This is an optimization exercise on Yosys and OpenROAD, whose aim is small area, a short achievable clock period and few clock cycles per item, not a production implementation. At most, simulation tests tie the RTL to the original design; equivalence was not proved. No functional check of the RTL was part of run 1. Power figures rest on the tool's default switching activity, not on a simulated workload.

[flow/design.v]
package mult_stage_pkg;
  localparam int DWD     = 16;
  localparam int PSUMDWD = 32;
  localparam int PEROW   = 4;
  localparam int SLW     = 4;
  localparam int NSL     = DWD / SLW;
  localparam int SIW     = $clog2(NSL);
  localparam int NTW     = 3;
  typedef enum logic [2:0] {XNOR = 3'd0, P1, P2, P3, P4} ms_mode_e;
  typedef enum logic [1:0] {MS_IDLE, MS_CALC, MS_HOLD} ms_fsm_e;
  typedef struct packed {
    logic [3:0] ssctl;
    logic [3:0] ssppctl;
  } ms_out_ctl_t;
  typedef struct packed {
    logic [2:0]     mode;
    logic [NTW-1:0] inumt;
    logic [NTW-1:0] wnumt;
    logic [DWD-1:0] au_mask;
    ms_out_ctl_t    pass;
  } ms_ctl_t;
endpackage
import mult_stage_pkg::*;
module mult_fa (input logic a, b, c, output logic s, co);
  assign s  = a ^ b ^ c;
  assign co = (a & b) | (a & c) | (b & c);
endmodule
module mult_fa1 (input logic a, b, output logic s, co);
  assign s  = ~(a ^ b);
  assign co = a | b;
endmodule
module mult_ha (input logic a, b, output logic s, co);
  assign s  = a ^ b;
  assign co = a & b;
endmodule
module mult_add32 (input logic [31:0] x, y, output logic [31:0] z);
  logic [31:0] g, p, gg, pp;
  always_comb begin
    g  = x & y;
    p  = x ^ y;
    gg = g;
    pp = p;
    for (int d = 1; d < 32; d = d * 2)
      for (int i = 2 * d - 1; i < 32; i = i + 2 * d) begin
        gg[i] = gg[i] | (pp[i] & gg[i-d]);
        pp[i] = pp[i] & pp[i-d];
      end
    for (int d = 8; d >= 1; d = d / 2)
      for (int i = 3 * d - 1; i < 32; i = i + 2 * d) begin
        gg[i] = gg[i] | (pp[i] & gg[i-d]);
        pp[i] = pp[i] & pp[i-d];
      end
    z = p ^ {gg[30:0], 1'b0};
  end
endmodule
module mult_slice_lane
(
  input  logic               is_x,      
  input  logic [3:0]         sa,        
  input  logic [3:0]         wen,       
  input  logic [DWD-1:0]     a,
  input  logic [DWD-1:0]     w,
  input  logic [DWD-1:0]     mx,        
  input  logic [DWD-1:0]     nmx,       
  output logic [PSUMDWD-1:0] cs_s,
  output logic [PSUMDWD-1:0] cs_c
);
  logic [DWD-1:0] ae;
  logic [16:0] ax;
  logic [16:0] pp [8];
  logic [7:0]  nb;
  logic [15:0] xb, zb;
  assign ae = ({DWD{sa[0]}} & {{12{a[3]}},  a[3:0]})
            | ({DWD{sa[1]}} & {{8{a[7]}},   a[7:0]})
            | ({DWD{sa[2]}} & {{4{a[11]}},  a[11:0]})
            | ({DWD{sa[3]}} & a);
  assign ax = {ae[15], ae};
  always_comb begin
    for (int j = 0; j < 8; j++) begin
      logic b2, b1, b0, en, one, two, ng, nx;
      b2  = w[2*j+1];
      b1  = w[2*j];
      b0  = (j == 0) ? 1'b0 : w[2*j-1];
      en  = wen[j/2];
      one = en & (b1 ^ b0);
      two = en & ((b2 & ~b1 & ~b0) | (~b2 & b1 & b0));
      ng  = en & b2 & ~(b1 & b0);
      nx  = (j == 2) ? (ng | is_x) : ng;
      nb[j] = (j == 2) ? (ng & ~is_x) : ng;
      for (int k = 0; k < 17; k++)
        pp[j][k] = ((one & ax[k]) | (two & ((k == 0) ? 1'b0 : ax[k-1]))) ^ nx;
    end
  end
  assign xb = ~(a ^ w) & mx;
  assign zb = xb | nmx;
  logic s1, c1;
  logic s2, c2;
  logic s3, c3;
  logic s4, c4;
  logic s5, c5;
  logic s6, c6;
  logic s7, c7;
  logic s8, c8;
  logic s9, c9;
  logic s10, c10;
  logic s11, c11;
  logic s12, c12;
  logic s13, c13;
  logic s14, c14;
  logic s15, c15;
  logic s16, c16;
  logic s17, c17;
  logic s18, c18;
  logic s19, c19;
  logic s20, c20;
  logic s21, c21;
  logic s22, c22;
  logic s23, c23;
  logic s24, c24;
  logic s25, c25;
  logic s26, c26;
  logic s27, c27;
  logic s28, c28;
  logic s29, c29;
  logic s30, c30;
  logic s31, c31;
  logic s32, c32;
  logic s33, c33;
  logic s34, c34;
  logic s35, c35;
  logic s36, c36;
  logic s37, c37;
  logic s38, c38;
  logic s39, c39;
  logic s40, c40;
  logic s41, c41;
  logic s42, c42;
  logic s43, c43;
  logic s44, c44;
  logic s45, c45;
  logic s46, c46;
  logic s47, c47;
  logic s48, c48;
  logic s49, c49;
  logic s50, c50;
  logic s51, c51;
  logic s52, c52;
  logic s53, c53;
  logic s54, c54;
  logic s55, c55;
  logic s56, c56;
  logic s57, c57;
  logic s58, c58;
  logic s59, c59;
  logic s60, c60;
  logic s61, c61;
  logic s62, c62;
  logic s63, c63;
  logic s64, c64;
  logic s65, c65;
  logic s66, c66;
  logic s67, c67;
  logic s68, c68;
  logic s69, c69;
  logic s70, c70;
  logic s71, c71;
  logic s72, c72;
  logic s73, c73;
  logic s74, c74;
  logic s75, c75;
  logic s76, c76;
  logic s77, c77;
  logic s78, c78;
  logic s79, c79;
  logic s80, c80;
  logic s81, c81;
  logic s82, c82;
  logic s83, c83;
  logic s84, c84;
  logic s85, c85;
  logic s86, c86;
  logic s87, c87;
  logic s88, c88;
  logic s89, c89;
  logic s90, c90;
  logic s91, c91;
  logic s92, c92;
  logic s93, c93;
  logic s94, c94;
  logic s95, c95;
  logic s96, c96;
  logic s97, c97;
  logic s98, c98;
  logic s99, c99;
  logic s100, c100;
  logic s101, c101;
  logic s102, c102;
  logic s103, c103;
  logic s104, c104;
  logic s105, c105;
  logic s106, c106;
  logic s107, c107;
  logic s108, c108;
  logic s109, c109;
  logic s110, c110;
  logic s111, c111;
  logic s112, c112;
  logic s113, c113;
  logic s114, c114;
  logic s115, c115;
  logic s116, c116;
  logic s117, c117;
  logic s118, c118;
  logic s119, c119;
  logic s120, c120;
  logic s121, c121;
  logic s122, c122;
  logic s123, c123;
  logic s124, c124;
  logic s125, c125;
  logic s126, c126;
  logic s127, c127;
  logic s128, c128;
  logic s129, c129;
  logic s130, c130;
  logic s131, c131;
  logic s132, c132;
  logic s133, c133;
  logic s134, c134;
  logic s135, c135;
  logic s136, c136;
  logic s137, c137;
  logic s138, c138;
  logic s139, c139;
  logic s140, c140;
  logic s141, c141;
  logic s142, c142;
  logic s143, c143;
  logic s144, c144;
  mult_fa u1 (.a(xb[0]), .b(zb[0]), .c(xb[1]), .s(s1), .co(c1));
  mult_fa u2 (.a(zb[1]), .b(xb[2]), .c(zb[2]), .s(s2), .co(c2));
  mult_fa u3 (.a(xb[3]), .b(zb[3]), .c(xb[4]), .s(s3), .co(c3));
  mult_fa u4 (.a(zb[4]), .b(xb[5]), .c(zb[5]), .s(s4), .co(c4));
  mult_fa u5 (.a(xb[6]), .b(zb[6]), .c(xb[7]), .s(s5), .co(c5));
  mult_fa u6 (.a(zb[7]), .b(xb[8]), .c(zb[8]), .s(s6), .co(c6));
  mult_fa u7 (.a(xb[9]), .b(zb[9]), .c(xb[10]), .s(s7), .co(c7));
  mult_ha u8 (.a(zb[10]), .b(xb[11]), .s(s8), .co(c8));
  mult_fa u9 (.a(zb[11]), .b(xb[12]), .c(zb[12]), .s(s9), .co(c9));
  mult_fa u10 (.a(xb[13]), .b(zb[13]), .c(xb[14]), .s(s10), .co(c10));
  mult_fa u11 (.a(zb[14]), .b(xb[15]), .c(zb[15]), .s(s11), .co(c11));
  mult_fa u12 (.a(nb[0]), .b(s8), .c(s9), .s(s12), .co(c12));
  mult_fa u13 (.a(s10), .b(s11), .c(s4), .s(s13), .co(c13));
  mult_fa u14 (.a(c8), .b(c9), .c(c10), .s(s14), .co(c14));
  mult_fa u15 (.a(c11), .b(c4), .c(c5), .s(s15), .co(c15));
  mult_ha u16 (.a(c6), .b(c7), .s(s16), .co(c16));
  mult_fa u17 (.a(s5), .b(s6), .c(s7), .s(s17), .co(c17));
  mult_ha u18 (.a(s1), .b(s2), .s(s18), .co(c18));
  mult_fa u19 (.a(c1), .b(c2), .c(c3), .s(s19), .co(c19));
  mult_fa u20 (.a(pp[0][1]), .b(s16), .c(s14), .s(s20), .co(c20));
  mult_ha u21 (.a(s15), .b(c12), .s(s21), .co(c21));
  mult_fa u22 (.a(nb[1]), .b(pp[0][2]), .c(pp[1][0]), .s(s22), .co(c22));
  mult_ha u23 (.a(c16), .b(c14), .s(s23), .co(c23));
  mult_ha u24 (.a(nb[5]), .b(pp[0][10]), .s(s24), .co(c24));
  mult_ha u25 (.a(pp[0][11]), .b(pp[1][9]), .s(s25), .co(c25));
  mult_fa u26 (.a(nb[6]), .b(pp[0][12]), .c(pp[1][10]), .s(s26), .co(c26));
  mult_ha u27 (.a(pp[2][8]), .b(pp[3][6]), .s(s27), .co(c27));
  mult_fa u28 (.a(pp[0][13]), .b(pp[1][11]), .c(pp[2][9]), .s(s28), .co(c28));
  mult_ha u29 (.a(pp[3][7]), .b(pp[4][5]), .s(s29), .co(c29));
  mult_fa u30 (.a(nb[7]), .b(pp[0][14]), .c(pp[1][12]), .s(s30), .co(c30));
  mult_fa u31 (.a(pp[2][10]), .b(pp[3][8]), .c(pp[4][6]), .s(s31), .co(c31));
  mult_ha u32 (.a(pp[5][4]), .b(pp[6][2]), .s(s32), .co(c32));
  mult_fa u33 (.a(pp[0][15]), .b(pp[1][13]), .c(pp[2][11]), .s(s33), .co(c33));
  mult_fa u34 (.a(pp[3][9]), .b(pp[4][7]), .c(pp[5][5]), .s(s34), .co(c34));
  mult_ha u35 (.a(pp[6][3]), .b(pp[7][1]), .s(s35), .co(c35));
  mult_fa1 u36 (.a(~pp[0][16]), .b(pp[1][14]), .s(s36), .co(c36));
  mult_fa u37 (.a(pp[2][12]), .b(pp[3][10]), .c(pp[4][8]), .s(s37), .co(c37));
  mult_fa u38 (.a(pp[5][6]), .b(pp[6][4]), .c(pp[7][2]), .s(s38), .co(c38));
  mult_fa1 u39 (.a(pp[1][15]), .b(pp[2][13]), .s(s39), .co(c39));
  mult_fa u40 (.a(pp[3][11]), .b(pp[4][9]), .c(pp[5][7]), .s(s40), .co(c40));
  mult_ha u41 (.a(pp[6][5]), .b(pp[7][3]), .s(s41), .co(c41));
  mult_fa u42 (.a(~pp[1][16]), .b(pp[2][14]), .c(pp[3][12]), .s(s42), .co(c42));
  mult_fa u43 (.a(pp[4][10]), .b(pp[5][8]), .c(pp[6][6]), .s(s43), .co(c43));
  mult_fa1 u44 (.a(pp[2][15]), .b(pp[3][13]), .s(s44), .co(c44));
  mult_ha u45 (.a(pp[4][11]), .b(pp[5][9]), .s(s45), .co(c45));
  mult_fa u46 (.a(~pp[2][16]), .b(pp[3][14]), .c(pp[4][12]), .s(s46), .co(c46));
  mult_fa u47 (.a(s3), .b(pp[0][0]), .c(s18), .s(s47), .co(c47));
  mult_fa u48 (.a(c18), .b(s19), .c(c17), .s(s48), .co(c48));
  mult_ha u49 (.a(c13), .b(s21), .s(s49), .co(c49));
  mult_fa u50 (.a(c19), .b(c15), .c(s22), .s(s50), .co(c50));
  mult_fa u51 (.a(c21), .b(s23), .c(c20), .s(s51), .co(c51));
  mult_fa u52 (.a(pp[0][3]), .b(pp[1][1]), .c(c22), .s(s52), .co(c52));
  mult_ha u53 (.a(nb[2]), .b(pp[0][4]), .s(s53), .co(c53));
  mult_ha u54 (.a(nb[3]), .b(pp[0][6]), .s(s54), .co(c54));
  mult_ha u55 (.a(pp[0][7]), .b(pp[1][5]), .s(s55), .co(c55));
  mult_fa u56 (.a(nb[4]), .b(pp[0][8]), .c(pp[1][6]), .s(s56), .co(c56));
  mult_ha u57 (.a(pp[2][4]), .b(pp[3][2]), .s(s57), .co(c57));
  mult_fa u58 (.a(pp[0][9]), .b(pp[1][7]), .c(pp[2][5]), .s(s58), .co(c58));
  mult_ha u59 (.a(pp[3][3]), .b(pp[4][1]), .s(s59), .co(c59));
  mult_fa u60 (.a(pp[1][8]), .b(pp[2][6]), .c(pp[3][4]), .s(s60), .co(c60));
  mult_fa u61 (.a(pp[4][2]), .b(pp[5][0]), .c(s24), .s(s61), .co(c61));
  mult_fa u62 (.a(pp[2][7]), .b(pp[3][5]), .c(pp[4][3]), .s(s62), .co(c62));
  mult_fa u63 (.a(pp[5][1]), .b(c24), .c(s25), .s(s63), .co(c63));
  mult_fa u64 (.a(pp[4][4]), .b(pp[5][2]), .c(pp[6][0]), .s(s64), .co(c64));
  mult_fa u65 (.a(c25), .b(s27), .c(s26), .s(s65), .co(c65));
  mult_fa u66 (.a(pp[5][3]), .b(pp[6][1]), .c(c27), .s(s66), .co(c66));
  mult_fa u67 (.a(s29), .b(c26), .c(s28), .s(s67), .co(c67));
  mult_fa u68 (.a(pp[7][0]), .b(c29), .c(s32), .s(s68), .co(c68));
  mult_fa u69 (.a(c28), .b(s30), .c(s31), .s(s69), .co(c69));
  mult_fa u70 (.a(c32), .b(s35), .c(c30), .s(s70), .co(c70));
  mult_fa u71 (.a(c31), .b(s33), .c(s34), .s(s71), .co(c71));
  mult_fa u72 (.a(c35), .b(c33), .c(c34), .s(s72), .co(c72));
  mult_fa u73 (.a(s36), .b(s37), .c(s38), .s(s73), .co(c73));
  mult_fa u74 (.a(s41), .b(c36), .c(c37), .s(s74), .co(c74));
  mult_fa u75 (.a(c38), .b(s39), .c(s40), .s(s75), .co(c75));
  mult_fa u76 (.a(pp[7][4]), .b(c41), .c(c39), .s(s76), .co(c76));
  mult_fa u77 (.a(c40), .b(s42), .c(s43), .s(s77), .co(c77));
  mult_fa u78 (.a(pp[6][7]), .b(pp[7][5]), .c(s45), .s(s78), .co(c78));
  mult_fa u79 (.a(c42), .b(c43), .c(s44), .s(s79), .co(c79));
  mult_fa u80 (.a(pp[5][10]), .b(pp[6][8]), .c(pp[7][6]), .s(s80), .co(c80));
  mult_fa u81 (.a(c45), .b(c44), .c(s46), .s(s81), .co(c81));
  mult_fa u82 (.a(pp[4][13]), .b(pp[5][11]), .c(pp[6][9]), .s(s82), .co(c82));
  mult_fa u83 (.a(pp[7][7]), .b(~pp[3][15]), .c(c46), .s(s83), .co(c83));
  mult_fa u84 (.a(pp[3][15]), .b(~pp[3][16]), .c(pp[4][14]), .s(s84), .co(c84));
  mult_fa u85 (.a(pp[5][12]), .b(pp[6][10]), .c(pp[7][8]), .s(s85), .co(c85));
  mult_fa1 u86 (.a(pp[4][15]), .b(pp[5][13]), .s(s86), .co(c86));
  mult_ha u87 (.a(pp[6][11]), .b(pp[7][9]), .s(s87), .co(c87));
  mult_fa u88 (.a(~pp[4][16]), .b(pp[5][14]), .c(pp[6][12]), .s(s88), .co(c88));
  mult_ha u89 (.a(s17), .b(s12), .s(s89), .co(c89));
  mult_fa u90 (.a(c47), .b(s20), .c(s48), .s(s90), .co(c90));
  mult_fa u91 (.a(c48), .b(c49), .c(s50), .s(s91), .co(c91));
  mult_fa u92 (.a(c23), .b(c50), .c(s52), .s(s92), .co(c92));
  mult_fa u93 (.a(pp[1][2]), .b(pp[2][0]), .c(s53), .s(s93), .co(c93));
  mult_fa u94 (.a(pp[0][5]), .b(pp[1][3]), .c(pp[2][1]), .s(s94), .co(c94));
  mult_fa u95 (.a(pp[1][4]), .b(pp[2][2]), .c(pp[3][0]), .s(s95), .co(c95));
  mult_fa u96 (.a(pp[2][3]), .b(pp[3][1]), .c(c54), .s(s96), .co(c96));
  mult_fa u97 (.a(pp[4][0]), .b(c55), .c(s57), .s(s97), .co(c97));
  mult_fa u98 (.a(c57), .b(s59), .c(c56), .s(s98), .co(c98));
  mult_fa u99 (.a(c59), .b(c58), .c(s60), .s(s99), .co(c99));
  mult_fa u100 (.a(c60), .b(s62), .c(c61), .s(s100), .co(c100));
  mult_fa u101 (.a(c62), .b(s64), .c(c63), .s(s101), .co(c101));
  mult_fa u102 (.a(c64), .b(s66), .c(c65), .s(s102), .co(c102));
  mult_fa u103 (.a(c66), .b(s68), .c(c67), .s(s103), .co(c103));
  mult_fa u104 (.a(c68), .b(c69), .c(s70), .s(s104), .co(c104));
  mult_fa u105 (.a(c70), .b(c71), .c(s72), .s(s105), .co(c105));
  mult_fa u106 (.a(c72), .b(c73), .c(s74), .s(s106), .co(c106));
  mult_fa u107 (.a(c74), .b(c75), .c(s76), .s(s107), .co(c107));
  mult_fa u108 (.a(c76), .b(s78), .c(c77), .s(s108), .co(c108));
  mult_fa u109 (.a(s80), .b(c78), .c(c79), .s(s109), .co(c109));
  mult_fa u110 (.a(c80), .b(s82), .c(c81), .s(s110), .co(c110));
  mult_fa u111 (.a(c82), .b(s84), .c(s85), .s(s111), .co(c111));
  mult_fa u112 (.a(s87), .b(c84), .c(c85), .s(s112), .co(c112));
  mult_fa u113 (.a(pp[7][10]), .b(c87), .c(c86), .s(s113), .co(c113));
  mult_fa u114 (.a(pp[6][13]), .b(pp[7][11]), .c(~pp[5][15]), .s(s114), .co(c114));
  mult_fa u115 (.a(pp[5][15]), .b(~pp[5][16]), .c(pp[6][14]), .s(s115), .co(c115));
  mult_ha u116 (.a(s13), .b(s89), .s(s116), .co(c116));
  mult_fa u117 (.a(c89), .b(s49), .c(s90), .s(s117), .co(c117));
  mult_fa u118 (.a(c90), .b(s51), .c(s91), .s(s118), .co(c118));
  mult_fa u119 (.a(c51), .b(c91), .c(s92), .s(s119), .co(c119));
  mult_fa u120 (.a(s93), .b(c52), .c(c92), .s(s120), .co(c120));
  mult_fa u121 (.a(c53), .b(s94), .c(c93), .s(s121), .co(c121));
  mult_fa u122 (.a(s54), .b(c94), .c(s95), .s(s122), .co(c122));
  mult_fa u123 (.a(s55), .b(c95), .c(s96), .s(s123), .co(c123));
  mult_fa u124 (.a(s56), .b(c96), .c(s97), .s(s124), .co(c124));
  mult_fa u125 (.a(s58), .b(c97), .c(s98), .s(s125), .co(c125));
  mult_fa u126 (.a(c98), .b(s61), .c(s99), .s(s126), .co(c126));
  mult_fa u127 (.a(s63), .b(c99), .c(s100), .s(s127), .co(c127));
  mult_fa u128 (.a(s65), .b(c100), .c(s101), .s(s128), .co(c128));
  mult_fa u129 (.a(s67), .b(c101), .c(s102), .s(s129), .co(c129));
  mult_fa u130 (.a(s69), .b(c102), .c(s103), .s(s130), .co(c130));
  mult_fa u131 (.a(s71), .b(c103), .c(s104), .s(s131), .co(c131));
  mult_fa u132 (.a(s73), .b(c104), .c(s105), .s(s132), .co(c132));
  mult_fa u133 (.a(s75), .b(c105), .c(s106), .s(s133), .co(c133));
  mult_fa u134 (.a(s77), .b(c106), .c(s107), .s(s134), .co(c134));
  mult_fa u135 (.a(s79), .b(c107), .c(s108), .s(s135), .co(c135));
  mult_fa u136 (.a(s81), .b(c108), .c(s109), .s(s136), .co(c136));
  mult_fa u137 (.a(s83), .b(c109), .c(s110), .s(s137), .co(c137));
  mult_fa u138 (.a(c83), .b(s111), .c(c110), .s(s138), .co(c138));
  mult_fa u139 (.a(s86), .b(c111), .c(s112), .s(s139), .co(c139));
  mult_fa u140 (.a(s88), .b(c112), .c(s113), .s(s140), .co(c140));
  mult_fa u141 (.a(c88), .b(s114), .c(c113), .s(s141), .co(c141));
  mult_fa u142 (.a(pp[7][12]), .b(c114), .c(s115), .s(s142), .co(c142));
  mult_fa u143 (.a(pp[7][13]), .b(~pp[6][15]), .c(c115), .s(s143), .co(c143));
  mult_fa u144 (.a(pp[6][15]), .b(~pp[6][16]), .c(pp[7][14]), .s(s144), .co(c144));
  assign cs_s = {1'b1, pp[7][15], ~pp[7][15], s144, c142, s142, c140, c139, s139, c137, c136, c135, c134, c133, c132, c131, c130, c129, c128, c127, c126, c125, c124, c123, c122, s122, s121, c119, c118, c117, c116, s47};
  assign cs_c = {1'b0, ~pp[7][16], c144, c143, s143, c141, s141, s140, c138, s138, s137, s136, s135, s134, s133, s132, s131, s130, s129, s128, s127, s126, s125, s124, s123, c121, c120, s120, s119, s118, s117, s116};
endmodule
import mult_stage_pkg::*;
module mult_stage
(
  input  logic                            i_clk,
  input  logic                            i_rst,
  input  logic                            FS_rdy,
  output logic                            FS_ack,
  input  logic [32:0]                     i_ctl,
  input  logic [PEROW*DWD-1:0]            i_input,
  input  logic [PEROW*DWD-1:0]            i_weight,
  input  logic [PEROW*PSUMDWD-1:0]        i_psum,
  output logic                            MS_rdy,
  input  logic                            MS_ack,
  output logic [PEROW*PSUMDWD-1:0]        o_prod,
  output logic [PEROW*PSUMDWD-1:0]        o_psum,
  output logic [7:0]                      o_ctl
);
  mult_stage_pkg::ms_ctl_t ctl;
  assign ctl = i_ctl;
  function automatic [3:0] numt_oh(input [NTW-1:0] n);
    case (n)
      3'd0, 3'd1: numt_oh = 4'b0001;
      3'd2:       numt_oh = 4'b0010;
      3'd3:       numt_oh = 4'b0100;
      default:    numt_oh = 4'b1000;
    endcase
  endfunction
  logic full, is_mul, is_x;
  logic [3:0] sa, wen;
  logic [DWD-1:0] mx, nmx;
  logic [PEROW*PSUMDWD-1:0] cs_s, cs_c, s_q, c_q;
  assign MS_rdy = full;
  assign FS_ack = FS_rdy && (!full || MS_ack);
  assign is_x   = ctl.mode == XNOR;
  assign is_mul = (ctl.mode != XNOR) && (ctl.mode <= P4);
  assign sa     = {4{is_mul}} & numt_oh(ctl.inumt);
  assign wen    = {ctl.wnumt >= 3'd4, ctl.wnumt >= 3'd3, ctl.wnumt >= 3'd2, 1'b1};
  assign mx     = {DWD{is_x}} & ctl.au_mask;
  assign nmx    = {DWD{is_x}} & ~ctl.au_mask;
  always_ff @(posedge i_clk) begin
    if (i_rst)       full <= 1'b0;
    else if (FS_ack) full <= 1'b1;
    else if (MS_ack) full <= 1'b0;
  end
  always_ff @(posedge i_clk) begin
    if (FS_ack) begin
      s_q    <= cs_s;
      c_q    <= cs_c;
      o_psum <= i_psum;
      o_ctl  <= ctl.pass;
    end
  end
  for (genvar r = 0; r < PEROW; r++) begin : g_lane
    mult_slice_lane u_lane (
      .is_x   (is_x),
      .sa     (sa),
      .wen    (wen),
      .a      (i_input[DWD*r +: DWD]),
      .w      (i_weight[DWD*r +: DWD]),
      .mx     (mx),
      .nmx    (nmx),
      .cs_s   (cs_s[PSUMDWD*r +: PSUMDWD]),
      .cs_c   (cs_c[PSUMDWD*r +: PSUMDWD])
    );
    mult_add32 u_add (
      .x (s_q[PSUMDWD*r +: PSUMDWD]),
      .y (c_q[PSUMDWD*r +: PSUMDWD]),
      .z (o_prod[PSUMDWD*r +: PSUMDWD])
    );
  end
endmodule
[flow/flow/run.sh]
#!/bin/bash
# The standard layout, with every port buffered by a minimum-size buffer
# (sky130_fd_sc_hd__buf_1) instead of the delay cell buffer_ports picks by itself.
set -euo pipefail
bash standard.sh "BUFFER_PORTS_ARGS=-buffer_cell sky130_fd_sc_hd__buf_1" finish > standard_make.log 2>&1
[flow/standard.sh]
#!/bin/bash
# synth_recipe.tcl (not shown) runs the flow's synth.tcl, then flattens the netlist and writes it again
# the make line also repeats each setting of config.mk as NAME=value (left out here)
make -C /OpenROAD-flow-scripts/flow DESIGN_CONFIG=/design/flow/config.mk WORK_HOME=/design/flow/orfs CLKGATE_MAP_FILE= SYNTH_SCRIPT=/design/flow/synth_recipe.tcl "${@:-finish}"
[flow/config.mk]
export PLATFORM = sky130hd
export DESIGN_NAME = mult_stage
export DESIGN_NICKNAME = mult_stage
export VERILOG_FILES = /design/flow/design.v
export SDC_FILE = /design/flow/constraint.sdc
export NUM_CORES = 4
export LEC_CHECK = 0
export CAP_MARGIN = 20
export CORE_MARGIN = 2
export CORE_UTILIZATION = 40
export SETUP_SLACK_MARGIN = 5.0
export SLEW_MARGIN = 20
export TNS_END_PERCENT = 0
[flow/constraint.sdc]
create_clock -name core_clock -period 10.0 [get_ports {i_clk}]
set_input_delay 2.0000 -clock core_clock [delete_from_list [all_inputs] [get_ports {i_clk}]]
set_output_delay 2.0000 -clock core_clock [all_outputs]
set_load 0.01 [all_outputs]
==> results of run 1 <==
[layout make-up]
class | count | area (µm²) | area share [%]
diodes | 40 | 100.1 | 0.2091
clock buffers | 64 | 1323 | 2.762
clock inverters | 19 | 220.2 | 0.4599
inverters | 559 | 2098 | 4.383
multi-input cells | 2815 | 27760 | 57.98
flip-flops and latches | 385 | 11550 | 24.13
well taps | 1391 | 1740 | 3.635
repair buffers | 671 | 3087 | 6.447
[flip-flops by register name (all words and copies together) (netlist names)]
| register | cells |
|---|---|
| c_q | 124 |
| full | 1 |
| g_lane.u_add.x | 124 |
| o_ctl | 8 |
| o_psum | 128 |
[kinds of logic (layout without fill, tap and decap cells)]
kind of cell    count (synthesis)  in the layout  synth area share [%]
buf+inv                       803           1313                 7.634
xor+xnor                      611            611                 12.68
fa+ha+maj                     761            761                 31.63
simple gates                  528            529                 6.217
compound gates                910            910                 14.37
mux                             4              4               0.09487
other cells                     0             40                     0
flops                         385            385                 27.37
[synthesized netlist by cell type (18+ instances only)]
| cell type | number |
|---|---|
| inv_1 | 550 |
| fa_1 | 510 |
| edfxtp_1 | 384 |
| o22ai_1 | 380 |
| xnor2_1 | 366 |
| ha_1 | 251 |
| xor2_1 | 245 |
| nand2_1 | 237 |
| clkbuf_1 | 135 |
| o21ai_0 | 122 |
| a21oi_1 | 84 |
| a21o_1 | 71 |
| nor2_1 | 70 |
| buf_2 | 63 |
| nor2b_1 | 55 |
| o211ai_1 | 40 |
| and2_1 | 31 |
| o21a_1 | 31 |
| nand3_1 | 25 |
| o21ai_1 | 25 |
| buf_4 | 23 |
| a22oi_1 | 20 |
| nand2b_1 | 19 |
| o22a_1 | 18 |
[per-layer routing]
metal | global-route usage, % | part of all wire (%)
met4 | 9.599 | 3.4
met3 | 7.188 | 9.7
met5 | 0 | 0.40
met2 | 41.46 | 47
met1 | 32.38 | 39
[critical path: cells and delay by family, from the launching register on]
family                   cells  cell delay (ps)
AND/OR/NAND/NOR              1              240
AO/OA/AOI/OAI                7             1390
flip-flops                   1              420
buffers and inverters        2              270
adder cells (fa/ha/maj)      2              880
[per-stage QoR]
stage | setup slack, ps | hold WS [ps] | utilization, % | cell area (µm²) | power, W
6_report | 4165 | 565.2 | 45.61 | 47880 | 0.01064
5_1_grt | 4020 | 645.1 | 45.57 | 47840 | 0.01171
4_1_cts | 4024 | 566.5 | 45.18 | 47420 | 0.01076
3_5_place_dp | 2115 | 555.7 | 43.38 | 45540 | 0.008846
3_3_place_gp | 2204 | 560.5 | 43.38 | 45540 | 0.008721
2_1_floorplan | -185.5 | 568.2 | - | 42210 | 0.006935
[report_power, final]
| part | internal (W) | switching [W] | total [W] | leakage [nW] |
|---|---|---|---|---|
| clock network | 0.00103 | 0.000706 | 0.00173 | 0.763 |
| registers | 0.00251 | 0.000233 | 0.00274 | 3.74 |
| logic | 0.00248 | 0.00369 | 0.00616 | 15.0 |
| total | 0.00601 | 0.00462 | 0.0106 | 19.5 |
[timing repair]
action	4_1_cts	5_1_grt
pin swaps	14	25
setup buffers	15	23
gates cloned	0	1
endpoints found under the hold margin	0	0
setup endpoints to repair	286	292
gates resized for setup	39	34
[worst paths after layout]
path | startpoint | slack, ps | to
worst min-delay path | full$_SDFFE_PP0P_ | 570 | full$_SDFFE_PP0P_
worst max register to register | full$_SDFFE_PP0P_ | 7590 | g_lane[0].u_add.x[22]$_DFFE_PP_
worst max-delay path | g_lane[3].u_add.x[4]$_DFFE_PP_ | 4170 | o_prod[122]
worst min register to register | full$_SDFFE_PP0P_ | 570 | full$_SDFFE_PP0P_
[cell usage in the layout, fill, tap and decap left out, types with 18 or more instances in the layout]
cell type,count
o21ai_1,28
inv_1,549
xnor2_1,366
fa_1,506
buf_1,551
ha_1,249
diode_2,40
o21a_1,30
o21ai_0,116
buf_4,102
o22ai_1,380
and2_1,30
a21oi_1,78
nor2_1,69
o211ai_1,40
xor2_1,244
a22oi_1,20
o22a_1,18
nand2b_1,18
a21o_1,70
a21oi_4,26
edfxtp_1,384
clkbuf_16,49
nor2b_1,53
nand2_1,236
nand3_1,25
==> flow_metrics.env, run 1 <==
export IMPL_syn_area_per_cell_um2=10.55
export IMPL_synth_top_cell_by_area="edfxtp_1"
export IMPL_coreArea_um2=105000
export IMPL_cts_tree="done"
export IMPL_syn2layout_area_growth_pct=13.45
export IMPL_powerDensity_nw_per_um2=222.2
export IMPL_dp_cells=5782
export IMPL_drive_gt1_share_pct=6.559
export IMPL_cts_root_buf="clkbuf_16"
export IMPL_slew_headroom_pct=23.22
export IMPL_io_buffers=558
export IMPL_cp_cell_sequence="ha_1 -> a21o_1 -> a21oi_2 -> and3_4 -> o41ai_4 -> buf_4 -> a21bo_4 -> a221o_1 -> a21o_1 -> a21o_1 -> fa_2 -> buf_6"
export IMPL_clk_pin_slew_ps=60
export IMPL_hpwl_mm=108.9
export IMPL_synth_cell_area_um2=42200
export IMPL_worst_path_max_delay_cell="fa_2"
export IMPL_period_share_pct=58.35
export IMPL_synth_edf_count=384
export IMPL_grt_max_degree=160
export IMPL_ioPinCount=559
export IMPL_stdcell_count=5944
export IMPL_outcome="timing/DRC/antenna clean"
export IMPL_hold_viol=0
export IMPL_fmax_ghz=0.1714
export IMPL_cts_buffer_depth=3
export IMPL_cts_hold_buffers=0
export IMPL_grt_first_pass_wirelength_mm=206.7
export IMPL_synthesis_nets=5056
export IMPL_grt_overflow=0
export IMPL_finalSetupTns_ps=0
export IMPL_hold_path_depth=2
export IMPL_dr_first_iter_drc_count=2894
export IMPL_routedWlPerCell_um=23.63
export IMPL_wirelength_mm=140.5
export IMPL_period_needed_ps=5835
export IMPL_synth_cells=4002
export IMPL_vias=32420
export IMPL_ant_nets=0
export IMPL_synth_area_leaders="edfxtp_1 27%, fa_1 24%, xnor2_1 7.6%"
export IMPL_ff2ff_path_depth=3
export IMPL_cts_sinks=385
export IMPL_cp_end_kind="primary output"
export IMPL_crit_path_max_fanout=3
export IMPL_start_kind="register"
export IMPL_criticalPathCategory="reg2out"
export IMPL_cellLeakagePower_nw=19.51
export IMPL_htreeDepth=2
export IMPL_grt_pass1_vias=32190
export IMPL_async_flop_share_pct=0
export IMPL_critPathMaxStageDelay_ps=530
export IMPL_holdCritPathClass="reg2reg"
export IMPL_clock_latency_ps=640
export IMPL_die_w_um=328.8
export IMPL_seq_area_frac_synth_pct=27.37
export IMPL_die_y_um=328.8
export IMPL_cts_made_buffers=48
export IMPL_path_common_cell="a21o_1"
export IMPL_cp_data_arrival_time_ps=3830
export IMPL_antenna_found_initial=85
export IMPL_ys_flop_type="edfxtp_1"
export IMPL_initial_core_util_pct=40.21
export IMPL_cp_data_required_time_ps=8000
export IMPL_maxCapViolations=0
export IMPL_firstDrtPassIters=6
export IMPL_track_usage_pct=25.56
export IMPL_avgViaCountPerCell=5.454
export IMPL_setup_viol_count_final=0
export IMPL_skew_ps=27.81
export IMPL_route_detailed_drc=0
export IMPL_rsz0062_at_grt="yes"
export IMPL_rows=119
export IMPL_drv_slew=0
export IMPL_worstMarginPinSlew_ps=1147
export IMPL_die_area_um2=108100
export IMPL_place_gp_congestion=0.9402
export IMPL_ys_types=72
export IMPL_final_net_count=5534
export IMPL_fillerInstances=10090
export IMPL_yosysWarnings=5
export IMPL_peakVddDrop_uv=279.2
export IMPL_synth_seq_cells=385
export IMPL_synth_top_area_share_pct=27.32
==> inputs of run 2 (changes only) <==
--- a/flow/design.v
+++ b/flow/design.v
@@ -34,24 +34,4 @@
   assign co = a & b;
 endmodule
-module mult_add32 (input logic [31:0] x, y, output logic [31:0] z);
-  logic [31:0] g, p, gg, pp;
-  always_comb begin
-    g  = x & y;
-    p  = x ^ y;
-    gg = g;
-    pp = p;
-    for (int d = 1; d < 32; d = d * 2)
-      for (int i = 2 * d - 1; i < 32; i = i + 2 * d) begin
-        gg[i] = gg[i] | (pp[i] & gg[i-d]);
-        pp[i] = pp[i] & pp[i-d];
-      end
-    for (int d = 8; d >= 1; d = d / 2)
-      for (int i = 3 * d - 1; i < 32; i = i + 2 * d) begin
-        gg[i] = gg[i] | (pp[i] & gg[i-d]);
-        pp[i] = pp[i] & pp[i-d];
-      end
-    z = p ^ {gg[30:0], 1'b0};
-  end
-endmodule
 module mult_slice_lane
 (
@@ -449,9 +429,18 @@
       .cs_c   (cs_c[PSUMDWD*r +: PSUMDWD])
     );
-    mult_add32 u_add (
-      .x (s_q[PSUMDWD*r +: PSUMDWD]),
-      .y (c_q[PSUMDWD*r +: PSUMDWD]),
-      .z (o_prod[PSUMDWD*r +: PSUMDWD])
-    );
+    logic [PSUMDWD-1:0] sg, sp, gg, pp;
+    assign sg = s_q[PSUMDWD*r +: PSUMDWD] & c_q[PSUMDWD*r +: PSUMDWD];
+    assign sp = s_q[PSUMDWD*r +: PSUMDWD] ^ c_q[PSUMDWD*r +: PSUMDWD];
+    always_comb begin
+      gg = sg;
+      pp = sp;
+      for (int l = 0; l < 5; l++)
+        for (int i = 0; i < PSUMDWD; i++)
+          if ((i >> l) & 1) begin
+            gg[i] = gg[i] | (pp[i] & gg[((i >> l) << l) - 1]);
+            pp[i] = pp[i] & pp[((i >> l) << l) - 1];
+          end
+    end
+    assign o_prod[PSUMDWD*r +: PSUMDWD] = sp ^ {gg[PSUMDWD-2:0], 1'b0};
   end
 endmodule
--- a/flow/config.mk
+++ b/flow/config.mk
@@ -9,5 +9,5 @@
 export CORE_MARGIN = 2
 export CORE_UTILIZATION = 40
-export SETUP_SLACK_MARGIN = 5.0
+export SETUP_SLACK_MARGIN = 4.5
 export SLEW_MARGIN = 20
 export TNS_END_PERCENT = 0
==> run 2 against run 1 <==
  * Cell area shrank 0.51%
  * Routed wire length is 1.4% lower
  * Synthesized cell count rose by 2.8%
  * Fmax up 1.2%
  * Largest power group unchanged
  * Worst hold slack gained 7.2 ps
  * Sequential share of layout area rose by 0.12 points
  * Critical path depth increased by 3
  * Largest cell class unchanged
  * First-iteration DRC count increased by 1.6%
  * Global-route usage decreased by 0.19 points
  * Via count increased by 1.9%
  * Non-clock buffer count is 9 higher
==> flow_metrics.env, run 2 <==
export IMPL_outcome="timing/DRC/antenna clean"
export IMPL_cp_end_kind="register"
export IMPL_final_net_count=5611
export IMPL_post_synth_top_count_cell="inv_1"
export IMPL_async_flop_share_pct=0
export IMPL_yosysWarnings=4
export IMPL_grt_pass1_vias=32540
export IMPL_fin_area_um2=47630
export IMPL_setup_ws_ps=4233
export IMPL_fillerInstances=10020
export IMPL_cts_tree="done"
export IMPL_grt_overflow=0
export IMPL_synth_edf_count=384
export IMPL_synth_simple_area_share_pct=7.289
export IMPL_synthXorXnorAreaFrac_pct=13.42
export IMPL_synth_top_family_by_area="adder cells"
export IMPL_synth_top_area_share_pct=27.60
export IMPL_setup_viol_count_final=0
export IMPL_cts_buffer_depth=3
export IMPL_die_y_um=327.2
export IMPL_ant_nets=0
export IMPL_largest_reg_flops=128
export IMPL_peakVddDrop_uv=249.1
export IMPL_rows=118
export IMPL_ys_types=68
export IMPL_layout_common_cells="553 x buf_1, 548 x inv_1, 464 x fa_1"
export IMPL_rsz0062_at_grt="yes"
export IMPL_syn_area_per_cell_um2=10.16
export IMPL_synth_cell_area_um2=41780
export IMPL_io_buffers=558
export IMPL_die_area_um2=107000
export IMPL_cellLeakagePower_nw=19.24
export IMPL_fin_util_pct=46.02
export IMPL_drive_gt1_share_pct=6.365
export IMPL_place_gp_congestion=0.9662
export IMPL_dr_first_iter_drc_count=2940
export IMPL_ys_flop_type="edfxtp_1"
export IMPL_synth_seq_cells=385
export IMPL_drv_slew=0
export IMPL_grt_first_pass_wirelength_mm=204.2
export IMPL_criticalPathCategory="in2reg"
export IMPL_track_usage_pct=25.36
export IMPL_cp_data_arrival_time_ps=6150
export IMPL_dp_cells=5899
export IMPL_coreArea_um2=103500
export IMPL_place_ws_ps=2410
export IMPL_firstDrtPassIters=8
export IMPL_fmax_ghz=0.1734
export IMPL_avgViaCountPerCell=5.456
export IMPL_top_register="o_psum"
export IMPL_slew_headroom_pct=32.27
export IMPL_antenna_found_initial=80
export IMPL_synth_mux_area_share_pct=0.09583
export IMPL_period_needed_ps=5767
export IMPL_syn2layout_area_growth_pct=14.01
export IMPL_seq_area_frac_synth_pct=27.65
export IMPL_start_kind="input port"
export IMPL_die_w_um=327.2
export IMPL_stdcell_count=6052
export IMPL_synth_compound_area_share_pct=14.20
export IMPL_cts_sinks=385
export IMPL_ioPinCount=559
export IMPL_dpl_instance_area_um2=45420
export IMPL_initial_core_util_pct=40.37
export IMPL_synthesis_nets=5128
export IMPL_clk_pin_slew_ps=60
export IMPL_hold_viol=0
export IMPL_maxCapViolations=0
export IMPL_routedWlPerCell_um=22.90
export IMPL_synth_area_leaders="edfxtp_1 28%, fa_1 22%, xnor2_1 8.7%"
export IMPL_hpwl_mm=107.2
export IMPL_cts_made_buffers=47
export IMPL_cp_data_required_time_ps=10390
export IMPL_skew_ps=15.59
export IMPL_vias=33020
export IMPL_powerDensity_nw_per_um2=225.5
export IMPL_wirelength_mm=138.6
export IMPL_holdCritPathClass="reg2reg"
export IMPL_route_detailed_drc=0
export IMPL_worstMarginPinSlew_ps=1016
export IMPL_cts_root_buf="clkbuf_16"
export IMPL_grt_max_degree=156
export IMPL_clock_latency_ps=650
export IMPL_synth_cells=4114
export IMPL_period_share_pct=57.67
export IMPL_final_common_cell="buf_1"
export IMPL_synth_fa_ha_area_share_pct=29.97
export IMPL_crit_path_max_fanout=16
export IMPL_synth_top_cell_by_area="edfxtp_1"
export IMPL_htreeDepth=2
export IMPL_synth_common_cells="549 x inv_1, 466 x fa_1, 416 x xnor2_1"
==> run 2: worst max-delay path: stages <==
cell and delay, ps:
buf_1 70, nor2_1 200, ha_4 270, buf_4 170, and2_1 230, or2_2 580
a21o_1 290, a22oi_1 190, xnor2_1 180, fa_1 510, inv_1 50, fa_1 410
fa_1 510, inv_1 50, fa_1 420
==> run 2: kinds of logic (layout without fill, tap and decap cells) <==
family / after synthesis / after routing
compound gates: 933 / 933
xor+xnor: 640 / 640
fa+ha+maj: 721 / 721
buf+inv: 806 / 1325
flops: 385 / 385
mux: 4 / 4
other cells: 0 / 37
simple gates: 625 / 627
==> run 2: repair_timing <==
| item | CTS | global route |
|---|---|---|
| hold buffers | 0 | 0 |
| pin swaps | 18 | 7 |
| resized for setup | 61 | 25 |
| setup buffers | 14 | 13 |
| endpoints found under the setup margin | 201 | 168 |
| gates cloned | 1 | 1 |
==> run 2: per-stage QoR <==
step / setup TNS, ps / power [W] / hold WS (ps)
6_report: 0 / 0.01074 / 572.5
5_1_grt: 0 / 0.01179 / 591.2
4_1_cts: 0 / 0.01089 / 567.1
3_5_place_dp: 0 / 0.009032 / 558.8
3_3_place_gp: 0 / 0.008913 / 545.8
2_1_floorplan: -185.5 / 0.007001 / 568.2
==> run 2: path summary, 6_finish.rpt <==
kind | cells after the start | slack (ps) | start | endpoint
setup reg to reg | 5 | 6460 | full$_SDFFE_PP0P_ | c_q[19]$_DFFE_PP_
setup / recovery | 15 | 4230 | i_ctl[31] | c_q[79]$_DFFE_PP_
hold reg to reg | 2 | 570 | full$_SDFFE_PP0P_ | full$_SDFFE_PP0P_
hold / removal | 2 | 570 | full$_SDFFE_PP0P_ | full$_SDFFE_PP0P_
==> run 2: layout make-up <==
type	instances	area [µm²]	area share, %
well taps	1380	1727	3.625
diodes	37	92.59	0.1944
clock buffers	58	1239	2.601
repair buffers	680	3089	6.486
clock inverters	29	279.0	0.5858
inverters	558	2095	4.397
multi-input cells	2925	27560	57.86
flip-flops and latches	385	11550	24.25
==> run 2: per-layer routing <==
metal | GRT usage [%] | vias up | share of wire, %
li1 | - | 14950 | -
met1 | 32.24 | 16210 | 40
met2 | 40.33 | 1469 | 46
met3 | 8.211 | 302 | 10
met4 | 9.464 | 88 | 3.8
met5 | 0 | - | 0.39
==> run 2: power by group <==
part	internal [W]	leakage [nW]	total [W]	switching [W]
clock	0.000965	0.725	0.00169	0.000729
sequential	0.00250	3.74	0.00266	0.000156
combinational	0.00255	14.8	0.00639	0.00383
total	0.00602	19.2	0.0107	0.00472
Testbench counts of run 2, summed over its fixed seeds: cycles 3,208, items 3,200.
==> inputs of run 3 (changes only) <==
--- a/flow/config.mk
+++ b/flow/config.mk
@@ -11,3 +11,3 @@
 export SETUP_SLACK_MARGIN = 4.5
 export SLEW_MARGIN = 20
-export TNS_END_PERCENT = 0
+export TNS_END_PERCENT = 20
==> run 3 against run 2 <==
  * Routed wire length grew 2.5%
  * Sequential cell count is the same
  * Critical path depth shrank 1
  * Synthesized cell count is the same
  * Core utilization grew 0.85 points
  * Highest routed layer unchanged
==> flow_metrics.env, run 3 <==
export IMPL_seq_area_frac_synth_pct=27.65
export IMPL_cts_tree="done"
export IMPL_vias=33320
export IMPL_cts_made_buffers=48
export IMPL_fmax_ghz=0.1771
export IMPL_cp_cell_sequence="ha_2 -> inv_2 -> fa_2 -> nor2b_2 -> o31a_1 -> o311ai_4 -> nand2_2 -> a221oi_4 -> buf_4 -> nor2b_1 -> o21a_1 -> nor2_1 -> xnor2_1 -> buf_2"
export IMPL_worst_path_max_delay_cell="o311ai_4"
export IMPL_route_detailed_drc=0
export IMPL_peakVddDrop_uv=315.3
export IMPL_cp_end_kind="primary output"
export IMPL_maxCapViolations=0
export IMPL_ant_nets=0
export IMPL_top_register="o_psum"
export IMPL_cp_data_required_time_ps=8000
export IMPL_crit_buf_inv=3
export IMPL_slew_headroom_pct=25.36
export IMPL_drive_gt1_share_pct=8.946
export IMPL_die_y_um=327.2
export IMPL_post_synth_top_count_cell="inv_1"
export IMPL_cts_sinks=385
export IMPL_drv_slew=0
export IMPL_r2r_start="full$_SDFFE_PP0P_"
export IMPL_dp_cells=5905
export IMPL_synth_cell_area_um2=41780
export IMPL_wirelength_mm=142.0
export IMPL_htreeDepth=2
export IMPL_criticalPathCategory="reg2out"
export IMPL_ioPinCount=559
export IMPL_syn2layout_area_growth_pct=16.13
export IMPL_crit_family="compound AO/OA/AOI/OAI gates"
export IMPL_start_kind="register"
export IMPL_cts_root_buf="clkbuf_16"
export IMPL_grt_max_degree=134
export IMPL_setup_viol_count_final=0
export IMPL_avgViaCountPerCell=5.461
export IMPL_worstMarginPinSlew_ps=1115
export IMPL_cp_data_arrival_time_ps=3650
export IMPL_clk_pin_slew_ps=60
export IMPL_grt_overflow=0
export IMPL_synth_seq_cells=385
export IMPL_hold_viol=0
export IMPL_synth_top_cell_by_area="edfxtp_1"
export IMPL_grt_pass1_vias=33160
export IMPL_worstHoldStart="full$_SDFFE_PP0P_"
export IMPL_holdCritPathClass="reg2reg"
export IMPL_synth_top_area_share_pct=27.60
export IMPL_outcome="timing/DRC/antenna clean"
export IMPL_power_w=0.01111
export IMPL_initial_core_util_pct=40.37
export IMPL_die_area_um2=107000
export IMPL_hold_ws_ps=590.4
export IMPL_synth_area_leaders="edfxtp_1 28%, fa_1 22%, xnor2_1 8.7%"
export IMPL_skew_ps=32.22
export IMPL_clock_latency_ps=660
export IMPL_final_common_cell="inv_1"
export IMPL_cts_buffer_depth=3
export IMPL_final_net_count=5670
export IMPL_cellLeakagePower_nw=19.67
export IMPL_dr_first_iter_drc_count=2754
export IMPL_ys_types=68
export IMPL_die_w_um=327.2
export IMPL_async_flop_share_pct=0
export IMPL_routedWlPerCell_um=23.26
export IMPL_largest_reg_flops=128
export IMPL_synth_common_cells="549 x inv_1, 466 x fa_1, 416 x xnor2_1"
export IMPL_io_buffers=558
export IMPL_layout_common_cells="545 x inv_1, 539 x buf_1, 456 x fa_1"
export IMPL_hpwl_mm=107.8
export IMPL_grt_first_pass_wirelength_mm=207.9
export IMPL_synth_edf_count=384
export IMPL_critPathMaxStageDelay_ps=420
export IMPL_synthesis_nets=5128
export IMPL_place_gp_congestion=0.9395
export IMPL_track_usage_pct=25.95
export IMPL_firstDrtPassIters=5
export IMPL_synth_cells=4114
export IMPL_stdcell_count=6102
export IMPL_crit_path_max_fanout=2
export IMPL_period_needed_ps=5646
export IMPL_rows=118
export IMPL_ys_flop_type="edfxtp_1"
export IMPL_period_share_pct=56.46
export IMPL_rsz0062_at_grt="yes"
export IMPL_coreArea_um2=103500
export IMPL_yosysWarnings=4
export IMPL_syn_area_per_cell_um2=10.16
export IMPL_antenna_found_initial=78
export IMPL_crit_start="c_q[64]$_DFFE_PP_"
export IMPL_powerDensity_nw_per_um2=229.1
run 3: cell counts after synthesis:
No cell type changed its count.
run 3: cell families after synthesis:
group / share of synthesized area, %
xor+xnor: 13.42
compound gates: 14.20
simple gates: 7.289
buf+inv: 7.388
flops: 27.65
fa+ha+maj: 29.97
mux: 0.09584
run 3: timing repair:
item                       in CTS  in global routing
pin swaps                      16                 60
hold buffers                    0                  0
cloned                          4                  2
buffers inserted               42                 33
setup endpoints to repair     211                143
gates resized for setup        84                113
run 3: cell type report:
| type | count | area, µm² |
|---|---|---|
| repair buffers | 738 | 3631 |
| clock buffers | 62 | 1295 |
| flip-flops and latches | 385 | 11550 |
| fillers | 9872 | 54980 |
| diodes | 27 | 67.56 |
| clock inverters | 27 | 316.6 |
| inverters | 558 | 2095 |
| well taps | 1380 | 1727 |
| multi-input cells | 2925 | 27830 |
run 3: tightest hold or removal path, cell delays in order (launching register included):
cell and delay (ps):
dfxtp_1 350, a21oi_1 150, nor2_1 50
run 3: path summary, 6_finish.rpt:
check,endpoint,slack [ps],cells past startpoint
min,full$_SDFFE_PP0P_,590,2
min reg2reg,full$_SDFFE_PP0P_,590,2
max reg2reg,o_psum[78]$_DFFE_PP_,7200,4
max,o_prod[90],4350,14
run 3: routing by layer:
layer	track usage [%]	share of wire, %	wire length [µm]
met1	33.35	40	56790
met2	40.85	46	64600
met3	7.424	9.7	13830
met4	11.24	4.3	6166
met5	0	0.41	585
run 3: where the power goes:
group,internal (W),switching (W)
clock network,0.00107,0.000728
logic,0.00270,0.00395
registers,0.00250,0.000155
run 3: through the flow:
stage | TNS [ps] | area [µm²] | utilization (%) | setup WS [ps]
after floorplan | -152.9 | 41790 | - | -152.9
after global placement | 0 | 45440 | 43.91 | 2226
after detailed placement | 0 | 45460 | 43.92 | 2116
after CTS | 0 | 47790 | 46.18 | 4255
after global routing | 0 | 48500 | 46.87 | 4208
final | 0 | 48520 | 46.88 | 4354
==> inputs of run 4 (changes only) <==
--- a/flow/config.mk
+++ b/flow/config.mk
@@ -9,4 +9,5 @@
 export CORE_MARGIN = 2
 export CORE_UTILIZATION = 40
+export PLACE_DENSITY = 0.7
 export SETUP_SLACK_MARGIN = 4.5
 export SLEW_MARGIN = 20
==> run 4 against run 3 <==
  * Area after synthesis stayed put
  * Sequential cell count unchanged
  * Highest routed layer unchanged
  * Fmax rose by 0.73%
  * Largest power group unchanged
  * Core utilization is 0.26 points higher
==> flow_metrics.env, run 4 <==
export IMPL_crit_path_max_fanout=16
export IMPL_skew_ps=25.01
export IMPL_io_buffers=558
export IMPL_fmax_ghz=0.1784
export IMPL_fillerInstances=9762
export IMPL_top_register="o_psum"
export IMPL_rsz0062_at_grt="yes"
export IMPL_clock_latency_ps=640
export IMPL_cp_data_arrival_time_ps=5970
export IMPL_r2r_start="full$_SDFFE_PP0P_"
export IMPL_setup_viol_count_final=0
export IMPL_dpl_instance_area_um2=45410
export IMPL_synth_area_leaders="edfxtp_1 28%, fa_1 22%, xnor2_1 8.7%"
export IMPL_crit_family="adder cells"
export IMPL_coreArea_um2=103500
export IMPL_slew_headroom_pct=26.17
export IMPL_seq_area_frac_synth_pct=27.65
export IMPL_rows=118
export IMPL_synth_top_cell_by_area="edfxtp_1"
export IMPL_synthesis_nets=5128
export IMPL_cp_end_kind="register"
export IMPL_worst_path_max_delay_cell="fa_1"
export IMPL_synth_cell_area_um2=41780
export IMPL_hold_path_depth=2
export IMPL_reg2reg_slack_ps=6740
export IMPL_avgViaCountPerCell=5.551
export IMPL_final_common_cell="inv_1"
export IMPL_crit_buf_inv=6
export IMPL_routedWlPerCell_um=23.91
export IMPL_cts_root_buf="clkbuf_16"
export IMPL_grt_first_pass_wirelength_mm=213.3
export IMPL_cts_tree="done"
export IMPL_synth_edf_count=384
export IMPL_power_w=0.01112
export IMPL_worstHoldStart="full$_SDFFE_PP0P_"
export IMPL_synth_common_cells="549 x inv_1, 466 x fa_1, 416 x xnor2_1"
export IMPL_start_kind="input port"
export IMPL_grt_pass1_vias=33510
export IMPL_die_w_um=327.2
export IMPL_grt_overflow=0
export IMPL_timing_rr_end="c_q[13]$_DFFE_PP_"
export IMPL_final_net_count=5684
export IMPL_die_y_um=327.2
export IMPL_drv_slew=0
export IMPL_layout_common_cells="544 x inv_1, 539 x buf_1, 456 x fa_1"
export IMPL_period_share_pct=56.05
export IMPL_cts_hold_buffers=0
export IMPL_cts_made_buffers=47
export IMPL_firstDrtPassIters=8
export IMPL_cts_sinks=385
export IMPL_criticalPathCategory="in2reg"
export IMPL_route_detailed_drc=0
export IMPL_cp_depth=13
export IMPL_critPathMaxStageDelay_ps=540
export IMPL_period_needed_ps=5605
export IMPL_regArea_um2=11550
export IMPL_antenna_found_initial=69
export IMPL_synth_seq_cells=385
export IMPL_dr_first_iter_drc_count=3177
export IMPL_min_to="full$_SDFFE_PP0P_"
export IMPL_wirelength_mm=146.6
export IMPL_die_area_um2=107000
export IMPL_synth_cells=4114
export IMPL_yosysWarnings=4
export IMPL_cts_buffer_depth=3
export IMPL_initial_core_util_pct=40.37
export IMPL_ioPinCount=559
export IMPL_path_common_cell="fa_1"
export IMPL_ff2ff_path_depth=4
export IMPL_drive_gt1_share_pct=9.622
export IMPL_post_synth_top_count_cell="inv_1"
export IMPL_synth_top_area_share_pct=27.60
export IMPL_hpwl_mm=109.7
export IMPL_grt_max_degree=141
export IMPL_cellLeakagePower_nw=19.80
export IMPL_syn2layout_area_growth_pct=16.78
export IMPL_maxCapViolations=0
export IMPL_htreeDepth=2
export IMPL_ant_nets=0
export IMPL_outcome="timing/DRC/antenna clean"
export IMPL_clk_pin_slew_ps=60
export IMPL_multiInputGateArea_um2=27890
export IMPL_cp_data_required_time_ps=10370
export IMPL_fin_area_um2=48790
export IMPL_holdCritPathClass="reg2reg"
export IMPL_place_gp_congestion=0.9620
export IMPL_worstMarginPinSlew_ps=1102
export IMPL_vias=34030
export IMPL_ys_types=68
export IMPL_track_usage_pct=26.60
export IMPL_cp_cell_sequence="clkbuf_4 -> buf_4 -> a21oi_1 -> buf_4 -> nor2_4 -> inv_2 -> xnor2_1 -> fa_1 -> inv_1 -> fa_1 -> fa_1 -> inv_1 -> fa_1"
export IMPL_syn_area_per_cell_um2=10.16
export IMPL_ys_flop_type="edfxtp_1"
export IMPL_peakVddDrop_uv=301.4
export IMPL_powerDensity_nw_per_um2=227.9
export IMPL_hold_viol=0
export IMPL_async_flop_share_pct=0
export IMPL_largest_reg_flops=128
-- run 4: where the power goes --
group | internal, W | switching [W]
Sequential | 0.00250 | 0.000158
Combinational | 0.00271 | 0.00400
Clock | 0.00102 | 0.000732
-- run 4: layout make-up --
type	count	area share (%)
Sequential cell	385	23.68
Inverter	558	4.298
Timing Repair Buffer	750	7.881
Tap cell	1380	3.539
Antenna cell	42	0.2154
Clock buffer	57	2.552
Clock inverter	30	0.6822
Multi-Input combinational cell	2928	57.16
-- run 4: cells by family (layout without fill, tap and decap cells) --
kind of cell | count (synthesis) | count (layout) | synth area share (%)
AOI/OAI and AO/OA | 933 | 934 | 14.20
muxes | 4 | 4 | 0.09584
DFF | 385 | 385 | 27.65
and+or+nand+nor | 625 | 629 | 7.289
buffers and inverters | 806 | 1395 | 7.388
adders and majority gates | 721 | 721 | 29.97
xor gates and xnor gates | 640 | 640 | 13.42
other | 0 | 42 | 0
-- run 4: worst reg2reg max path, cell delays in order (launching register included) --
cell and delay [ps]:
dfxtp_1 350, a21boi_4 400, buf_4 540, buf_4 690, buf_12 540
-- run 4: per-stage QoR --
| stage | hold slack (ps) | instances | util (%) | setup WS [ps] | TNS [ps] |
|---|---|---|---|---|---|
| global placement | 544.6 | 5899 | 43.86 | 1913 | 0 |
| finish | 563.4 | 6130 | 47.14 | 4395 | 0 |
| detailed placement | 553.6 | 5899 | 43.88 | 1779 | 0 |
| global route | 629.2 | 6109 | 47.09 | 4278 | 0 |
| floorplan | 568.2 | 4114 | - | -152.9 | -152.9 |
| CTS | 562.7 | 6041 | 46.35 | 4364 | 0 |
-- run 4: worst max path at each step --
stage | startpoint | to | slack, ps
global route | c_q[96]$_DFFE_PP_ | o_prod[118] | 4280
finish | i_ctl[26] | c_q[114]$_DFFE_PP_ | 4400
floorplan | MS_ack | FS_ack | -150
global placement | i_ctl[32] | c_q[80]$_DFFE_PP_ | 1910
CTS | s_q[64]$_DFFE_PP_ | o_prod[90] | 4360
detailed placement | i_ctl[32] | c_q[114]$_DFFE_PP_ | 1780
-- run 4: timing repair --
action	CTS	global route
gates resized for setup	122	92
setup buffers	51	44
gates cloned	4	3
setup endpoints to repair	217	126
pin swaps	25	60
-- run 4: metal layers --
| layer | wire length (µm) | global-route usage (%) | up-vias |
|---|---|---|---|
| met5 | 384 | 0 | - |
| met4 | 6633 | 11.79 | 62 |
| met3 | 16110 | 8.544 | 331 |
| met2 | 67130 | 41.53 | 1776 |
| met1 | 56320 | 33.77 | 16750 |
| li1 | - | - | 15110 |
==> inputs of run 5 (changes only) <==
--- a/flow/config.mk
+++ b/flow/config.mk
@@ -9,6 +9,5 @@
 export CORE_MARGIN = 2
 export CORE_UTILIZATION = 40
-export PLACE_DENSITY = 0.7
-export SETUP_SLACK_MARGIN = 4.5
+export SETUP_SLACK_MARGIN = 4.8
 export SLEW_MARGIN = 20
 export TNS_END_PERCENT = 20
==> run 5 against run 4 <==
  * Still clean
  * Core utilization up 1.7 points
  * Die area did not move
  * Routed wire length shrank 1.1%
  * Critical path depth is 1 higher
  * Global-route usage is 0.061 points lower
  * Sequential power is essentially flat
  * Clock power is 2% higher
  * First-iteration DRC count fell by 9.5%
  * Register-to-register slack improved by 460 ps
  * Worst setup slack lost 43 ps
==> flow_metrics.env, run 5 <==
export IMPL_outcome="timing/DRC/antenna clean"
export IMPL_fmax_ghz=0.1771
export IMPL_hold_viol=0
export IMPL_ys_flop_type="edfxtp_1"
export IMPL_route_detailed_drc=0
export IMPL_cts_tree="done"
export IMPL_io_buffers=558
export IMPL_synth_area_leaders="edfxtp_1 28%, fa_1 22%, xnor2_1 8.7%"
export IMPL_cp_data_required_time_ps=8000
export IMPL_stdcell_count=6226
export IMPL_setup_viol_count_final=0
export IMPL_ioPinCount=559
export IMPL_die_w_um=327.2
export IMPL_hold_ws_ps=589.9
export IMPL_dr_first_iter_drc_count=2874
export IMPL_synth_top_cell_by_area="edfxtp_1"
export IMPL_grt_overflow=0
export IMPL_crit_path_max_fanout=2
export IMPL_initial_core_util_pct=40.37
export IMPL_ff2ff_path_depth=4
export IMPL_period_share_pct=56.48
export IMPL_fin_util_pct=48.88
export IMPL_grt_pass1_vias=33890
export IMPL_cp_end_kind="primary output"
export IMPL_synth_edf_count=384
export IMPL_holdCritPathClass="reg2reg"
export IMPL_cts_root_buf="clkbuf_16"
export IMPL_synthesis_nets=5128
export IMPL_wirelength_mm=145.0
export IMPL_yosysWarnings=4
export IMPL_power_w=0.01149
export IMPL_firstDrtPassIters=6
export IMPL_clock_latency_ps=660
export IMPL_cts_buffer_depth=3
export IMPL_final_common_cell="buf_1"
export IMPL_dp_cells=5905
export IMPL_criticalPathCategory="reg2out"
export IMPL_final_net_count=5781
export IMPL_largest_reg_flops=128
export IMPL_ys_types=68
export IMPL_vias=33920
export IMPL_synth_seq_cells=385
export IMPL_start_kind="register"
export IMPL_hold_path_depth=2
export IMPL_cts_sinks=385
export IMPL_syn2layout_area_growth_pct=21.09
export IMPL_cp_data_arrival_time_ps=3650
export IMPL_synth_cell_area_um2=41780
export IMPL_period_needed_ps=5648
export IMPL_rows=118
export IMPL_slew_headroom_pct=41.16
export IMPL_drv_slew=0
export IMPL_fillerInstances=9669
export IMPL_synth_common_cells="549 x inv_1, 466 x fa_1, 416 x xnor2_1"
export IMPL_post_synth_top_count_cell="inv_1"
export IMPL_cts_made_buffers=48
export IMPL_rsz0062_at_grt="yes"
export IMPL_skew_ps=29.26
export IMPL_synth_top_area_share_pct=27.60
export IMPL_powerDensity_nw_per_um2=227.1
export IMPL_routedWlPerCell_um=23.29
export IMPL_track_usage_pct=26.54
export IMPL_peakVddDrop_uv=338.1
export IMPL_drive_gt1_share_pct=15.09
export IMPL_async_flop_share_pct=0
export IMPL_synth_cells=4114
export IMPL_clk_pin_slew_ps=60
export IMPL_grt_max_degree=134
export IMPL_seq_area_frac_synth_pct=27.65
export IMPL_grt_first_pass_wirelength_mm=212.7
export IMPL_layout_common_cells="522 x buf_1, 511 x inv_1, 405 x xnor2_1"
export IMPL_top_register="o_psum"
export IMPL_hpwl_mm=107.8
export IMPL_avgViaCountPerCell=5.447
export IMPL_die_y_um=327.2
export IMPL_worstMarginPinSlew_ps=882.6
export IMPL_ant_nets=0
export IMPL_coreArea_um2=103500
export IMPL_syn_area_per_cell_um2=10.16
export IMPL_cellLeakagePower_nw=20.46
export IMPL_htreeDepth=2
export IMPL_place_gp_congestion=0.9395
export IMPL_maxCapViolations=0
export IMPL_die_area_um2=107000
export IMPL_antenna_found_initial=76
run 5: metal layers:
| layer | wire, µm | GRT usage (%) | share of wire, % |
|---|---|---|---|
| met4 | 6705 | 11.72 | 4.6 |
| met3 | 14860 | 7.914 | 10 |
| met2 | 66290 | 41.99 | 46 |
| met1 | 56700 | 33.63 | 39 |
| met5 | 480 | 0 | 0.33 |
run 5: layout make-up:
cell class,count,area (µm²),area share [%]
sequential,385,11550,22.83
inverter,558,2096,4.143
clock buffer,62,1295,2.560
clock inverter,27,316.6,0.6257
timing repair buffer,848,4863,9.613
antenna,40,100.1,0.1979
tap,1380,1727,3.413
multi-input combinational,2926,28640,56.61
run 5: per-stage QoR:
step	cell area (µm²)	TNS (ps)	worst slack [ps]
after floorplan	41790	-152.9	-152.9
after global placement	45440	0	2226
after detailed placement	45460	0	2116
after CTS	49440	0	4255
after global routing	50550	0	4203
final	50590	0	4352
run 5: cell families (layout without fill, tap and decap cells):
kind of cell / after synthesis / count (layout) / synth area share (%)
XOR/XNOR: 640 / 640 / 13.42
buffers and inverters: 806 / 1495 / 7.388
adder cells (fa/ha/maj): 721 / 721 / 29.97
AND/OR/NAND/NOR: 625 / 628 / 7.289
other: 0 / 40 / 0
multiplexers: 4 / 4 / 0.09584
flip-flops: 385 / 385 / 27.65
AO/OA/AOI/OAI: 933 / 933 / 14.20
run 5: final timing paths:
check	from	endpoint	slack [ps]
max	c_q[64]$_DFFE_PP_	o_prod[90]	4350
min	full$_SDFFE_PP0P_	full$_SDFFE_PP0P_	590
max reg2reg	full$_SDFFE_PP0P_	o_psum[78]$_DFFE_PP_	7200
min reg2reg	full$_SDFFE_PP0P_	full$_SDFFE_PP0P_	590
run 5: what timing repair did:
item,CTS,global route
buffers inserted,132,54
cloned,6,0
endpoints found under the setup margin,256,217
resized for setup,319,189
hold buffers,0,0
pin swaps,148,99
run 5: critical path, stage by stage (launching register included):
cell and delay [ps]:
edfxtp_1 370, ha_2 190, inv_2 50, fa_2 230
nor2b_2 60, o31a_1 360, o311ai_4 410, nand2_2 180
a221oi_4 360, buf_6 160, nor2b_4 40, o21a_1 190
nor2_1 130, xnor2_1 130, buf_2 160
run 5: power breakdown:
group	switching, W	internal (W)
Sequential	0.000155	0.00250
Combinational	0.00409	0.00294
Clock	0.000731	0.00107
Total	0.00498	0.00651

==> static timing again, ports no longer ideal <==
In the flow no input, the clock included, has a driving cell. The finished layouts below were timed again as built, in two steps. Step 1 sets driving cells, clkbuf_16 on the clock port and buf_2 on the other inputs (assumed; they add their load-dependent delay and slew). Step 2 adds t to the input delays and takes it off the output delays; t is the mean of the earliest and latest rising clock arrival at the registers after step 1. Input paths then give back, and output paths get back, about the clock's delay inside the block. a / b / c = ideal / step 1 / step 2; a / b = the first two.
| run | shift t [ns] | setup slack, ns | worst hold slack (ns) |
|---|---|---|---|
| run 1 | 0.688 | 4.165 / 4.102 / 3.464 | 0.565 / 0.565 / 0.565 |
| run 2 | 0.693 | 4.233 / 4.266 / 3.579 | 0.572 / 0.572 / 0.572 |
| run 3 | 0.698 | 4.354 / 4.293 / 3.743 | 0.590 / 0.590 / 0.590 |
| run 4 | 0.693 | 4.395 / 4.374 / 3.727 | 0.563 / 0.563 / 0.563 |
| run 5 | 0.698 | 4.352 / 4.292 / 3.836 | 0.590 / 0.590 / 0.590 |
After both steps every run listed still meets setup and hold. The setup slack of run 1, which loses most, moves by -0.063 ns with the drivers and by -0.701 ns with both steps.
